From an optimization exercise on the open Yosys and OpenROAD flow, aimed at small area, a short achievable clock period and few clock cycles; shortcuts taken in it are not production practice. In this exercise RTL edits were held to simulation tests only and were not proved equivalent to the original. Power is estimated from default activity; no workload was simulated.

build 14:
==> flow/design.v (excerpt) <==
module cbor_item_head_parser_top (
   input  logic                           clock,
   input  logic                           reset,
   input  logic                           req_push,
   output logic                           req_full,
   input  logic [cihp_pkg::BYTE_W-1:0]    req_byte_in,
   input  logic                           req_final_byte,
   output logic                           rsp_empty,
   input  logic                           rsp_pop,
   output logic [1:0]                     rsp_kind,
   output logic [cihp_pkg::MAJOR_W-1:0]   rsp_major_type,
   output logic [cihp_pkg::VALUE_W-1:0]   rsp_head_value,
   output logic [cihp_pkg::BYTE_W-1:0]    rsp_payload_byte,
   output logic [1:0]                     rsp_error_code,
   output logic                           rsp_item_done,
   output logic                           rsp_run_end
);
For scale: ~490 cells after synthesis, ~87 flip-flops, roughly 96 I/O pins, ~5100 µm² of cells after synthesis.
clock: 4.0 ns
lec_check: 0
cap_margin: 20
core_margin: 2
core_utilization: 55
cts_buf_list: sky130_fd_sc_hd__clkbuf_8
setup_slack_margin: 2.25
slew_margin: 20
standard.sh (not shown) runs the stock make flow with config.mk's settings and CLKGATE_MAP_FILE= SYNTH_SCRIPT=/design/flow/synth_recipe.tcl, a recipe that flattens the netlist after the stock synthesis.
==> flow/flow/run.sh <==
#!/bin/bash
# The standard layout, with plain buf_1 cells as the port buffers instead of
# the default delay cells. Each tool's output is kept in flow_standard.log.
set -euo pipefail
bash standard.sh BUFFER_PORTS_ARGS="-buffer_cell sky130_fd_sc_hd__buf_1" finish > flow_standard.log 2>&1
Testbench counts of build 14, summed over its fixed seeds: cycles 24,277.
Inputs modified between build 14 and build 74:
- a change of SETUP_SLACK_MARGIN from 2.25 to 1.75
- a change of CORE_UTILIZATION from 55 to 60
[summary]
- flip-flops and latches as the area-dominant cell class after layout was reported by build 74, and multi-input combinational cells by build 14.
- Number of signal-net buffers in the layout: build 14 and build 74 compared, higher one is build 14
- Going from build 14 to build 74, combinational power dropped 23%, placed wire-length estimate after detailed placement dropped about 2.8%, total wire length after detailed routing dropped about 13%.
- Register area: build 14 vs build 74, no meaningful difference
- Build 74: global routing met1 resource utilization is 4.1 points higher than what build 14 reported.
- On period utilization, the higher figure sits with build 74, not build 14.
Changes in build 19 relative to build 74:
- swapping 1.75 for 2.0 in SETUP_SLACK_MARGIN
Notes after the runs:
- From build 19 to build 74, synthesized area did not move at all.
- Looking at most common cell after layout, fill and taps aside, the edfxtp_1 result is from build 19; the buf_1 one comes from build 74.
- Build 19 vs build 74, global-route wire length before repair went up by 1.5%.
- Looking at capturing instance or port of the critical path, the rsp_head_value[47] result is from build 74; the rsp_head_value[41] one comes from build 19.
- Measured against each other, build 19 and build 74 differ in worst hold margin, the higher figure coming from build 19.
- The run with more routed wire is build 19, not build 74.
- For sequential power, build 74 and build 19 come out practically identical.
- When build 19 is set beside build 74, its core occupancy in the finished layout turns out to be 7.0 points larger.
- Via count delta for build 19 relative to build 74: 3.1% higher

P:
Another version of the RTL of cbor_item_head_parser_top (not shown whole).
Size: ~520 cells after synthesis, ~88 flip-flops.
export LEC_CHECK = 0
export CAP_MARGIN = 20
export CORE_MARGIN = 2
export CORE_UTILIZATION = 60
export CTS_BUF_LIST = sky130_fd_sc_hd__clkbuf_8
export PLACE_DENSITY = 0.85
export SETUP_SLACK_MARGIN = 1.75
export SLEW_MARGIN = 20
create_clock -name core_clock -period 4.0 [get_ports {clock}]
Scripts as last shown in full above: flow/flow/run.sh
Testbench counts of P, summed over its fixed seeds: cycles 24,277.
Edits applied to the flow inputs when going from P to Q:
Settings: swapping 0.85 for 0.75 in PLACE_DENSITY.
Q finished end to end and its layout was clean on timing, DRC and antenna. Q: routed wire length lower than P. Between P and Q, the insertion delay of the later-clocked pin in the worst-skew pair figures differ only marginally. Maximum number of pins on one net before global-route repair (Q vs. P) increases by more than 10%. Combinational power (Q vs. P) decreases by a few percent.

== run A ==
cbor_item_head_parser_top again, from the RTL that the note above started with.
Settings: LEC_CHECK=0, CAP_MARGIN=20, CORE_MARGIN=2, CORE_UTILIZATION=60, CTS_BUF_LIST=sky130_fd_sc_hd__clkbuf_8, PLACE_DENSITY=0.75, SETUP_SLACK_MARGIN=1.82, SLEW_MARGIN=20; clock period 4.0 ns.
Scripts as last shown in full above: flow/flow/run.sh
Testbench counts of run A, summed over its fixed seeds: cycles 24,277.
> inputs changed (run A -> run B)
# run A
export LEC_CHECK = 0
export CAP_MARGIN = 20
export CORE_MARGIN = 2
export CORE_UTILIZATION = 60
export CTS_BUF_LIST = sky130_fd_sc_hd__clkbuf_8
export PLACE_DENSITY = 0.75
export SETUP_SLACK_MARGIN = 1.82
export SLEW_MARGIN = 20
create_clock -name core_clock -period 4.0 [get_ports {clock}]
# run B
export LEC_CHECK = 0
export CAP_MARGIN = 20
export CORE_MARGIN = 2
export CORE_UTILIZATION = 60
export CTS_BUF_LIST = sky130_fd_sc_hd__clkbuf_8
export PLACE_DENSITY = 0.75
export SETUP_SLACK_MARGIN = 1.65
export SLEW_MARGIN = 20
create_clock -name core_clock -period 4.0 [get_ports {clock}]
## What came out
Compared with run A, in run B synthesized cell count comparable, via count now smaller, part of the total power dissipated in combinational logic now smaller, total of buffers placed on input and output ports comparable, slack of the critical path now smaller. As far as clock power is concerned, run B and run A perform about the same. Every stage of the flow completed for run B, and the final layout passed the timing, design-rule and antenna checks. Changes observed in run B relative to run A: total power of the final layout went down, final critical-path share of the clock period now larger. From run A to run B the numbers moved as follows: final area lower, sequential fraction of total cell area higher, core utilization lower.
## Diff of input files: run C against run B
# run B
export LEC_CHECK = 0
export CAP_MARGIN = 20
export CORE_MARGIN = 2
export CORE_UTILIZATION = 60
export CTS_BUF_LIST = sky130_fd_sc_hd__clkbuf_8
export PLACE_DENSITY = 0.75
export SETUP_SLACK_MARGIN = 1.65
export SLEW_MARGIN = 20
create_clock -name core_clock -period 4.0 [get_ports {clock}]
# run C
export LEC_CHECK = 0
export CAP_MARGIN = 20
export CORE_MARGIN = 2
export CORE_UTILIZATION = 60
export CTS_BUF_LIST = sky130_fd_sc_hd__clkbuf_8
export CTS_CLUSTER_SIZE = 45
export PLACE_DENSITY = 0.75
export SETUP_SLACK_MARGIN = 1.75
export SLEW_MARGIN = 20
create_clock -name core_clock -period 4.0 [get_ports {clock}]
==> run summary <==
Every stage of the flow completed for run C, and the final layout passed the timing, design-rule and antenna checks.
The lower worst setup slack came out of run B.
In run C relative to run B, via count had gone down slightly.
Post-layout minimum cycle time was higher in the run labelled run B.
The amount of wire on met2 after detailed routing of run C is lower than that of run B.
Run C vs. run B: routing usage on met2 now sits at about the same level; worst hold slack went down by 0.0043 ns.
--- input diff run C..run D ---
# run C
export LEC_CHECK = 0
export CAP_MARGIN = 20
export CORE_MARGIN = 2
export CORE_UTILIZATION = 60
export CTS_BUF_LIST = sky130_fd_sc_hd__clkbuf_8
export CTS_CLUSTER_SIZE = 45
export PLACE_DENSITY = 0.75
export SETUP_SLACK_MARGIN = 1.75
export SLEW_MARGIN = 20
create_clock -name core_clock -period 4.0 [get_ports {clock}]
# run D
export LEC_CHECK = 0
export CAP_MARGIN = 20
export CORE_MARGIN = 2
export CORE_UTILIZATION = 60
export CTS_BUF_LIST = sky130_fd_sc_hd__clkbuf_16
export CTS_CLUSTER_SIZE = 30
export PLACE_DENSITY = 0.75
export SETUP_SLACK_MARGIN = 1.75
export SLEW_MARGIN = 20
create_clock -name core_clock -period 4.0 [get_ports {clock}]
## What came out
Looking at worst setup slack, run D sits 0.0091 ns above run C.
Reported for run D and run C, number of diodes turned out identical to the last digit.
Run D vs. run C: maximum frequency from static timing analysis went up 0.42%; total via count after detailed routing went up about 1.3%; clock share of power went up 7.4 points; hold slack held; met2 wire length went up about 1.6%.
From run C to run D the numbers moved as follows: clock-pin transition on the worst setup and hold timing paths down 0.03 ns, number of endpoints failing setup at the final stage has remained practically unchanged.

[static timing again, ports no longer ideal]
The flow's constraints put no driver on any port. The routed layouts listed below were extracted and timed again, unchanged, in two steps. Step 1 (the two cells are an assumption about what drives the block):
set clk [get_ports {clock}]
set_driving_cell -lib_cell sky130_fd_sc_hd__clkbuf_16 $clk
set_driving_cell -lib_cell sky130_fd_sc_hd__buf_2 [delete_from_list [all_inputs] $clk]
Step 2, shift: input delay + t, output delay - t, t = (earliest + latest rising clock arrival at the registers) / 2. This alone moves slack from input paths to output paths. Three values: ideal ports, drivers, drivers and shift; two values: the first two.
run	shift t [ns]	setup WS [ns]	worst slew at a driven data input, ns
build 14	0.398	1.848 / 1.816 / 1.679	0.05
build 74	0.392	1.794 / 1.762 / 1.523	0.03
build 19	0.386	1.826 / 1.793 / 1.639	0.04
P	0.384	1.784 / 1.746 / 1.593	0.03
Q	0.386	1.816 / 1.783 / 1.581	0.03
run A	0.390	1.815 / 1.781 / 1.588	0.03
run B	0.386	1.767 / 1.734 / 1.466	0.03
run C	0.386	1.816 / 1.783 / 1.581	0.03
run D	0.374	1.826 / 1.787 / 1.570	0.03
After both steps every run listed still meets setup and hold. The setup slack of run B, which loses most, moves by -0.033 ns with the drivers and by -0.301 ns with both steps.
